This is an optimization exercise on Yosys and OpenROAD, whose aim is small area, a short achievable clock period and few clock cycles, not a production implementation. Function was checked by simulation only, so behaviour that the tests miss may differ from the original. Power and IR drop assume default switching activity.

File: flow/run.sh
#!/bin/bash
# synth_recipe.tcl (not shown) runs the flow's synth.tcl, then flattens the netlist and writes it again
# the make line also repeats each setting of config.mk as NAME=value (left out here)
make -C /OpenROAD-flow-scripts/flow DESIGN_CONFIG=/design/flow/config.mk WORK_HOME=/design/flow/orfs CLKGATE_MAP_FILE= SYNTH_SCRIPT=/design/flow/synth_recipe.tcl finish
File: flow/config.mk
export PLATFORM = sky130hd
export DESIGN_NAME = ram_stream_buffer
export DESIGN_NICKNAME = ram_stream_buffer
export VERILOG_FILES = /design/flow/design.v
export SDC_FILE = /design/flow/constraint.sdc
export NUM_CORES = 4
export LEC_CHECK = 0
export CAP_MARGIN = 20
export CORE_MARGIN = 2
export CORE_UTILIZATION = 40
export SLEW_MARGIN = 20
File: flow/constraint.sdc
create_clock -name core_clock -period 5.0 [get_ports {clk}]
set_input_delay 1.0000 -clock core_clock [delete_from_list [all_inputs] [get_ports {clk}]]
set_output_delay 1.0000 -clock core_clock [all_outputs]
set_load 0.01 [all_outputs]
File: flow/design.v
module ram_stream_buffer #(
  parameter int DATA_WIDTH = 128,
  parameter int ADDR_WIDTH = 8,
  parameter int ENT_NUM    = 16,
  parameter int CNT_WIDTH  = 5,
  parameter int BYTE_W     = 4
) (
  input  logic                    clk,
  input  logic                    rst_n,
  input  logic                    ctrl_vld,
  output logic                    ctrl_rdy,
  input  logic [ADDR_WIDTH-1:0]   ctrl_start_addr,
  input  logic [CNT_WIDTH-1:0]    ctrl_ent_num,
  input  logic                    ctrl_dir,
  input  logic [BYTE_W-1:0]       ctrl_start_byte,
  input  logic [BYTE_W-1:0]       ctrl_end_byte,
  output logic                    ram_read_vld,
  output logic [ADDR_WIDTH-1:0]   ram_read_addr,
  input  logic                    ram_read_rdy,
  input  logic                    ram_rsp_vld,
  input  logic [DATA_WIDTH-1:0]   ram_rsp_data,
  output logic                    mxu_vld,
  output logic [DATA_WIDTH-1:0]   mxu_data,
  output logic [DATA_WIDTH/8-1:0] mxu_byte_en,
  output logic                    mxu_last,
  input  logic                    mxu_rdy,
  output logic                    busy,
  output logic                    done
);
  localparam int PTR_W  = $clog2(ENT_NUM);
  localparam int NBYTES = DATA_WIDTH / 8;
  typedef enum logic [1:0] {
    IDLE  = 2'd0,
    FETCH = 2'd1,
    DRAIN = 2'd2
  } state_t;
  state_t state_q, state_d;
  logic [ADDR_WIDTH-1:0] job_addr;
  logic [CNT_WIDTH-1:0]  job_num;
  logic                  job_dir;
  logic [BYTE_W-1:0]     job_start_byte;
  logic [BYTE_W-1:0]     job_end_byte;
  logic [CNT_WIDTH-1:0]  req_cnt;
  logic [CNT_WIDTH-1:0]  rsp_cnt;
  logic [CNT_WIDTH-1:0]  out_cnt;
  logic [PTR_W-1:0]      wptr;
  logic [PTR_W-1:0]      rptr;
  logic                  done_q;
  logic [DATA_WIDTH-1:0] mem [ENT_NUM];
  logic                  accept;
  logic                  req_fire;
  logic                  push;
  logic                  pop;
  logic                  last_fire;
  logic                  final_req;
  logic                  is_first;
  logic                  is_last;
  logic [CNT_WIDTH-1:0]  outstanding;
  logic [CNT_WIDTH-1:0]  occupancy;
  logic [CNT_WIDTH:0]    inflight;
  logic                  credit_ok;
  logic [NBYTES-1:0] byte_mask;
  for (genvar b = 0; b < NBYTES; b++) begin : g_byte_mask
    assign byte_mask[b] = (!is_first || (BYTE_W'(b) >= job_start_byte)) &&
                          (!is_last  || (BYTE_W'(b) <= job_end_byte));
  end
  assign ctrl_rdy = (state_q == IDLE);
  assign busy     = ~ctrl_rdy;
  assign done     = done_q;
  assign accept   = ctrl_vld & ctrl_rdy;
  assign outstanding = req_cnt - rsp_cnt;
  assign occupancy   = rsp_cnt - out_cnt;
  assign inflight    = {1'b0, outstanding} + {1'b0, occupancy};
  assign credit_ok   = inflight < (CNT_WIDTH+1)'(ENT_NUM);
  assign ram_read_vld  = (state_q == FETCH) && (req_cnt < job_num) && credit_ok;
  assign ram_read_addr = job_dir ? (job_addr - ADDR_WIDTH'(req_cnt))
                                 : (job_addr + ADDR_WIDTH'(req_cnt));
  assign req_fire      = ram_read_vld & ram_read_rdy;
  assign final_req     = req_fire && ((req_cnt + CNT_WIDTH'(1)) == job_num);
  assign push = ram_rsp_vld && (outstanding != '0);
  assign mxu_vld     = (occupancy != '0);
  assign mxu_data    = mem[rptr];
  assign is_first    = (out_cnt == '0);
  assign is_last     = (out_cnt == (job_num - CNT_WIDTH'(1)));
  assign mxu_last    = mxu_vld & is_last;
  assign mxu_byte_en = byte_mask;
  assign pop         = mxu_vld & mxu_rdy;
  assign last_fire   = pop & is_last;
  always_comb begin
    state_d = state_q;
    case (state_q)
      IDLE:    if (accept && (ctrl_ent_num != '0)) state_d = FETCH;
      FETCH:   if (final_req) state_d = DRAIN;
      DRAIN:   if (last_fire) state_d = IDLE;
      default: state_d = IDLE;
    endcase
  end
  always_ff @(posedge clk or negedge rst_n) begin
    if (!rst_n) begin
      state_q        <= IDLE;
      job_addr       <= '0;
      job_num        <= '0;
      job_dir        <= 1'b0;
      job_start_byte <= '0;
      job_end_byte   <= '0;
      req_cnt        <= '0;
      rsp_cnt        <= '0;
      out_cnt        <= '0;
      wptr           <= '0;
      rptr           <= '0;
      done_q         <= 1'b0;
    end else begin
      state_q <= state_d;
      done_q  <= last_fire || (accept && (ctrl_ent_num == '0));
      if (accept) begin
        job_addr       <= ctrl_start_addr;
        job_num        <= ctrl_ent_num;
        job_dir        <= ctrl_dir;
        job_start_byte <= ctrl_start_byte;
        job_end_byte   <= ctrl_end_byte;
        req_cnt        <= '0;
        rsp_cnt        <= '0;
        out_cnt        <= '0;
      end else begin
        if (req_fire) req_cnt <= req_cnt + CNT_WIDTH'(1);
        if (push)     rsp_cnt <= rsp_cnt + CNT_WIDTH'(1);
        if (pop)      out_cnt <= out_cnt + CNT_WIDTH'(1);
      end
      if (push) wptr <= wptr + PTR_W'(1);
      if (pop)  rptr <= rptr + PTR_W'(1);
    end
  end
  always_ff @(posedge clk) begin
    if (push) mem[wptr] <= ram_rsp_data;
  end
endmodule
==> impl_results.md <==
* Area Overhead vs Synth at 18.0%
* Clock Skew at 0.0395 ns
* Vias in the first global route at ~42k
* Post-CTS Hold Fix Bufs at 0
* Static Leak at 31.8 nW
* Slowest cell delay on critical path at 1.04 ns
* Placed cell areas at a little under 90000 um2
* Remaining Overflow, GRT at 0
* Reg2reg start: rsp_cnt[0]
* Final WL at between 200 and 250 mm
* Initial antenna violation count at 34
* CTS tree: done
* Slew Limit Headroom at 26.2%
* Min Tclk post-route at between 4 and 5 ns
* Post-synth ARST share at 2.29%
* Hpwl dp at 109 mm
* DR vias at about 42k
* FP Rows at roughly 170
* Final Power at approximately 57 mW
* Port buffer count at about 310
* Status: finished clean
* Routability-driven placement congestion ratio at 0.771
* Max FO, Critical Path at 58
* DP Worst Slack at 0.469 ns
* Sequential area share after synthesis at 76.8%
* Clock transition at path regs at 0.07 ns
* First-pass GRT wire length at ~290 mm
* Worst Path Class, Setup: reg -> out
* Worst slew pin tran at 1.11 ns
* Crit. End Element: primary output
* Maxcap violations at 0
* Crit path DAT at approximately 3.9 ns
* Storage cell area at 62700 um2
* Largest net degree at the start of global routing at 123
* GRT Resource Usage Total at 19.2%
* Pwr/cell area at 590 nW/um2
* CP startpoint kind: flop
* Die extent in x at 456 um
* Slowest cell on crit path: dfrtp_4
* Final Cell Area at slightly below 100000 um2
* Netlist cell types at 59
* Die span in y at 456 um
* Die area at about 210000 um2
* Synthesis Warnings at 1
* FMAX at ~0.2 GHz
* Most frequent cells in the layout: edfxtp_1 (2048), mux2i_1 (385), clkdlybuf4s50_1 (311)
* Commonest non-fill, non-tap cell in the layout: edfxtp_1
* Terminus of the critical flop-to-flop path: state_q[0]
* Ports at 314
* Fillcell total at 16.7k
* Mapped Nets at 4439
* Synth Register Bits at 2096
* Most used flip-flop cell after synthesis: edfxtp_1
* Synth Cell Area at 81600 um2
* Routed vias/inst at 5.56
* Fin. Hold Viols at 0
* Syn_area_per_cell at about 19 um2
* DRC at 0
* Crit path setup slack, layout at 0.123 ns
* RSZ-0062 raised after global routing: false
* WL/cell at about 27 um
* Core Util, Final at 47.6%
* Slew Viols, Final at 0
* CTS Sinks at between 2k and 2.5k
* Starting utilization of the core area at 40.3%
* Number of synthesized flops with an enable pin at 2048
* Share of cells above drive strength 1 at between 10% and 20%
* Max Buffers Root-to-Sink at 3
* Cell Chain, Critical Path: buf_4 -> buf_4 -> o21ai_0 -> a21oi_1 -> o21ai_0 -> nand2_1 -> clkdlybuf4s50_1
* Final setup violating endpoints at 0
* DRT iter0 DRCs at 3905
* R2R depth at 15
* CTS Root Cell: clkbuf_16
* Clock Latency Late Sink at 0.87 ns
* Reg-to-reg slack, setup at 1.30 ns
* Fin crit share at 97.5%
* Core area at 203000 um2
* Final ANT Viol Nets at 0
* CP required at approximately 4.0 ns
* Pre-Repair DR Iteration Count at 5
* Multi-input gate area at ~18000 um2
* Syn Inst Count at 4245
* Nets at 4884
* Inserted Clock Buffers at 209
* Maximum VDD drop at 0.448 mV
* Depth of the CTS H-tree at 4
* Hold/Removal Path Class: in -> async
==> cell usage after synthesis (2+ instances only) <==
cell      number  area [um2]
o31a_1         2        17.5
xnor2_1       24         210
mux4_2       256        5770
nor2b_1        9        56.3
nor3_1         9        45.0
a21oi_1      151         756
o21a_1         3        22.5
dfrtp_1       48        1200
a221oi_1     128        1120
a22oi_1      129         968
nand3_1       16        80.1
buf_2         42         210
nand4_1        2        12.5
and2_1         7        43.8
nand2_1      198         743
nor3b_1        3        22.5
ha_1          35         438
nor2_1        22        82.6
or2_2          2        12.5
inv_1         34         128
fa_1           3        60.1
o211a_1        2        20.0
or4_1          2        15.0
a21o_1         7        52.6
buf_1         27         101
o21ai_0      286        1430
or3_1          5        31.3
nor4_1         2        12.5
and4_1         4        35.0
a21oi_2        5        43.8
mux2_2       129        1450
edfxtp_1    2048       61500
a211oi_1       2        15.0
clkbuf_1     165         619
nand2b_1       6        37.5
and3_1        14        87.6
mux2i_1      385        3850
xor2_1        12         105
==> area by class of cell <==
class,count,share of cell area (%)
repair buffers,468,5.51
clock inverters,125,1.36
inverters,34,0.132
flip-flops and latches,2096,65.1
well taps,2672,3.47
diodes,11,0.0286
multi-input cells,1881,18.7
clock buffers,260,5.69
==> critical path: cells and delay by family, from the launching register on <==
| family | cells | cell delay, ns |
|---|---|---|
| AND/OR/NAND/NOR | 1 | 0.19 |
| AO/OA/AOI/OAI | 3 | 0.44 |
| flip-flops | 1 | 1.04 |
| buffers and inverters | 3 | 1.22 |
==> flip-flops by register name, summed over array words and instances (netlist names) <==
register,flops
mem,2048
req_cnt,5
job_num,5
state_q,2
rsp_cnt,5
job_start_byte,4
job_dir,1
done_q,1
wptr,4
job_addr,8
job_end_byte,4
out_cnt,5
rptr,4
==> through the flow <==
step	hold slack, ns	TNS [ns]	cells
global route	0.154	0	7544
detailed placement	0.472	0	7140
CTS	0.0918	0	7533
finish	0.149	0	7547
global placement	0.473	0	7140
floorplan	0.452	-164.80	4245
==> cell families after synthesis <==
group,after synthesis,synth area share (%)
xor+xnor,36,0.386
flops,2096,76.8
compound gates,730,5.64
simple gates,306,1.67
mux,770,13.6
fa+ha+maj,38,0.610
buf+inv,269,1.31
==> layer usage <==
metal  vias up  share of wire, %  wire length (um)  track usage (%)
li1      18300                 -                 -                -
met1     22300                43             87700             25.8
met2      1068                50            101000             32.1
met3       304               4.9              9870             3.00
met4        22               2.4              4880             5.77
met5         -             0.064               131                0
==> how the worst max path moves through the flow <==
| stage | start | end | slack [ns] | cells past startpoint |
|---|---|---|---|---|
| 6_report | rptr[3] | mxu_data[28] | 0.12 | 7 |
| 3_5_place_dp | rsp_cnt[0] | ram_read_vld | 0.47 | 13 |
| 3_3_place_gp | rsp_cnt[0] | ram_read_vld | 0.38 | 13 |
| 4_1_cts | rptr[2] | mxu_data[42] | 0.002 | 7 |
| 2_1_floorplan | req_cnt[0] | mem[3][0] | -1.29 | 10 |
| 5_1_grt | rsp_cnt[0] | ram_read_vld | 0.0001 | 13 |
==> power breakdown <==
group | switching [mW] | leakage (nW) | internal (mW)
registers | 0.651 | 19.1 | 21.2
logic | 11.1 | 9.43 | 8.38
clock network | 6.66 | 3.29 | 8.88
==> what timing repair did <==
action                     4_1_cts  5_1_grt
cloned                           1        1
setup endpoints to repair        7       21
resized for setup                8        7
pin swaps                        2        1
setup buffers                    7        2
Testbench counts, summed over its fixed seeds: cycles 8,146.

[afterwards: timing with drivers on the ports]
In the flow no input, the clock included, has a driving cell. The finished layout below was timed again as built, in two steps.
Step 1, drivers: a clkbuf_16 drives clk and a buf_2 each remaining input, both assumed.
Step 2 also shifts input and output timing later by t, the mid clock arrival at the registers, as if the neighbouring blocks saw the same clock.
a / b / c = no drivers / after step 1 / after step 2; a / b = the first two.
t, ns: 0.927
slack for setup (ns): 0.123 / 0.033 / 0.960
pins driven straight from the clock port: 1
After both steps setup and hold are still met in this run. For this run, drivers alone change the setup slack by -0.090 ns; drivers and shift together by +0.837 ns.
